Source: an optimization exercise on an open RTL-to-GDS flow (aim: small area, a short achievable clock period and few clock cycles per item). Production flows keep margins and buffers that such runs may drop. In this exercise RTL edits were held to simulation tests only and were not proved equivalent to the original. Power and IR drop assume default switching activity.

// scalar_kalman_filter_unit
module scalar_kalman_filter_unit #(
  parameter int SAMPLE_BITS = 16
) (
  input  logic                   clk,
  input  logic                   rst_n,
  input  logic                   in_valid,
  output logic                   in_stall,
  input  logic [SAMPLE_BITS-1:0] in_sample,
  output logic                   out_valid,
  input  logic                   out_stall,
  output logic [VAL_W-1:0]       out_estimate,
  output logic [GAIN_W-1:0]      out_gain,
  input  logic                   cfg_we,
  input  logic [0:0]             cfg_index,
  input  logic [VAL_W-1:0]       cfg_wdata
);
==> flow/config.mk <==
export PLATFORM = sky130hd
export DESIGN_NAME = scalar_kalman_filter_unit
export DESIGN_NICKNAME = scalar_kalman_filter_unit
export VERILOG_FILES = /design/flow/design.v
export SDC_FILE = /design/flow/constraint.sdc
export NUM_CORES = 4
export LEC_CHECK = 0
export CAP_MARGIN = 20
export CORE_MARGIN = 2
export CORE_UTILIZATION = 55
export SETUP_SLACK_MARGIN = 3
export SLEW_MARGIN = 20
==> flow/constraint.sdc <==
create_clock -name core_clock -period 8.0 [get_ports {clk}]
set_input_delay 1.6000 -clock core_clock [delete_from_list [all_inputs] [get_ports {clk}]]
set_output_delay 1.6000 -clock core_clock [all_outputs]
set_load 0.01 [all_outputs]
run.sh (not shown) runs the stock make flow with config.mk's settings and CLKGATE_MAP_FILE= SYNTH_SCRIPT=/design/flow/synth_recipe.tcl, a recipe that flattens the netlist after the stock synthesis.
The first run completed with no timing, DRC or antenna violations.
Testbench counts at the start, summed over its fixed seeds: cycles 20,488, items 2,048.
Edit:
Settings changed: CORE_UTILIZATION 55 to 40, SETUP_SLACK_MARGIN 3 to 3.5.
The new run finished clean. Cell count rose by 8.7%. Combinational power rose by 14%. Power rose by 10%. Register-to-register slack improves by 200 ps. Sequential share of layout area fell by 1.4 points. Routed wire length rose by 7.3%. Non-clock buffer count rose by 58. Cell area rose by 5.9%.
Edit:
Settings changed: SETUP_SLACK_MARGIN 3.5 to 4.
Result: The changed run completed with no timing, DRC or antenna violations; count of clock-buffer cells in the layout goes down by 2; power went up by about a fifth; global-route usage grows by 1.3 points; clock skew is higher by 9.6 ps; hold slack loses 5.2 ps; wire length is higher by a few percent; non-clock buffer count grows by 119; sequential share of layout area shrinks by 1.8 points; core utilization grows by 3.8 points.
Edit:
Settings changed: SETUP_SLACK_MARGIN 4 to unset.
Result: The new run produced a clean layout; worst setup slack gets worse by 1200 ps; combinational power goes down by 37%; final area came out lower by 13%; clock skew goes up by 8.7 ps; utilization went down by 6.8 points; routed wire length goes down by 11%; non-clock buffer count falls by 205; via count falls by 6.2%; count of clock-buffer cells in the layout goes down by 1; power came out lower by 26%.

========
== run 1 ==
Another version of the RTL of scalar_kalman_filter_unit (not shown whole).
For scale: ~3100 cells after synthesis, about 290 flip-flops, ~110 I/O pins, roughly 26000 um^2 of cells after synthesis.
make LEC_CHECK=0 CAP_MARGIN=20 CORE_MARGIN=2 CORE_UTILIZATION=40 SETUP_SLACK_MARGIN=3.75 SLEW_MARGIN=20 finish   # period 8.0 ns
Testbench counts of run 1, summed over its fixed seeds: cycles 20,488, items 2,048.
### run 1 -> run 2
Settings: SETUP_SLACK_MARGIN now 3, was 3.75.
==> comparison <==
Count of clock-buffer cells in the layout is lower on run 2
Re worst path required time: run 2 is 70 ps down on run 1.
In the tables for run 2 and run 1, first-pass GRT wire length reads higher with run 1.
Delta (run 2 minus run 1): per-cell routed wire length now smaller; core utilization of the finished layout shrank by 5.5 points; sequential fraction of design power saw an increase; effective utilization at floorplan flat.
For run 3, these inputs were changed with respect to run 2:
Settings: SETUP_SLACK_MARGIN: 3 -> 3.25.
Findings:
Run 3 reached the final stage; the timing, DRC and antenna checks on its layout passed. Overall global routing resource usage ends up higher on run 3. The critical path depth in run 3 sits 1 below the value recorded for run 2. Run 3 — delay contributed by the slowest stage of the critical path 30 ps higher, run 2 as reference. Comparing run 3 against run 2, there is no change at all in share of the synthesized netlist area taken by xor and xnor gates. Compared with run 2, run 3 shows a higher cell area. Diff run 2 -> run 3: transition at the pin with the smallest max-transition slack now larger, synthesis-to-layout area growth went up, share of the final layout cell area in multi-input gates went down.
Input-level comparison between run 4 and run 3:
Settings: SETUP_SLACK_MARGIN now 3.5, was 3.25.
## What came out
- Run 3 → run 4: fraction of area in non-clock buffers has increased, pin count of the biggest net entering global routing has increased, number of synthesized register bits has remained practically unchanged, final routed wire length divided by cell count has decreased.
- The higher worst-case clock skew came out of run 4.
- Diff run 3..run 4 | H-tree level count | unchanged
- When run 4 is set beside run 3, its critical path depth turns out to be 1 larger.
- In the metrics for run 4 and run 3, the one carrying the lower clock-buffer cell count is run 4.
- A termination of the worst setup path of den_r[25]$_DFFE_PP_ is what run 4 shows, while t_r[47]$_SDFFE_PP0P_ belongs to run 3.
- The worst setup slack in run 4 sits 230 ps above the value recorded for run 3.
- Looking at cell area reported after detailed placement, run 4 sits above run 3.

==> static timing again, ports no longer ideal <==
No port has a modelled driver above. Below, the same layouts with a new extraction and two added sets of constraints.
Step 1 assumes that a clkbuf_16 drives the clock port and a buf_2 every other input.
Step 2 moves the port delays by t, midway between the first and last clock arrival at a register: inputs arrive t later, outputs are due t later. That takes back most of the time a late clock gives input paths.
Slacks: ideal / step 1 / step 2; pairs: ideal / step 1.
| run | t (ns) | setup slack, ns | cell pins on the clock port's net |
|---|---|---|---|
| the first run of note 1 | 0.597 | 3.115 / 3.115 / 2.805 | 1 |
| the second run of note 1 | 0.625 | 3.315 / 3.315 / 3.246 | 1 |
| the third run of note 1 | 0.621 | 3.345 / 3.345 / 3.343 | 1 |
| the fourth run of note 1 | 0.621 | 2.157 / 2.157 / 2.157 | 1 |
| run 1 | 0.615 | 3.590 / 3.590 / 3.201 | 1 |
| run 2 | 0.609 | 3.195 / 3.195 / 2.657 | 1 |
| run 3 | 0.608 | 3.321 / 3.349 / 2.741 | 1 |
| run 4 | 0.607 | 3.550 / 3.550 / 2.981 | 1 |
After both steps setup and hold are still met in every run listed. The setup slack of run 3, which loses most, moves by +0.028 ns with the drivers and by -0.580 ns with both steps.
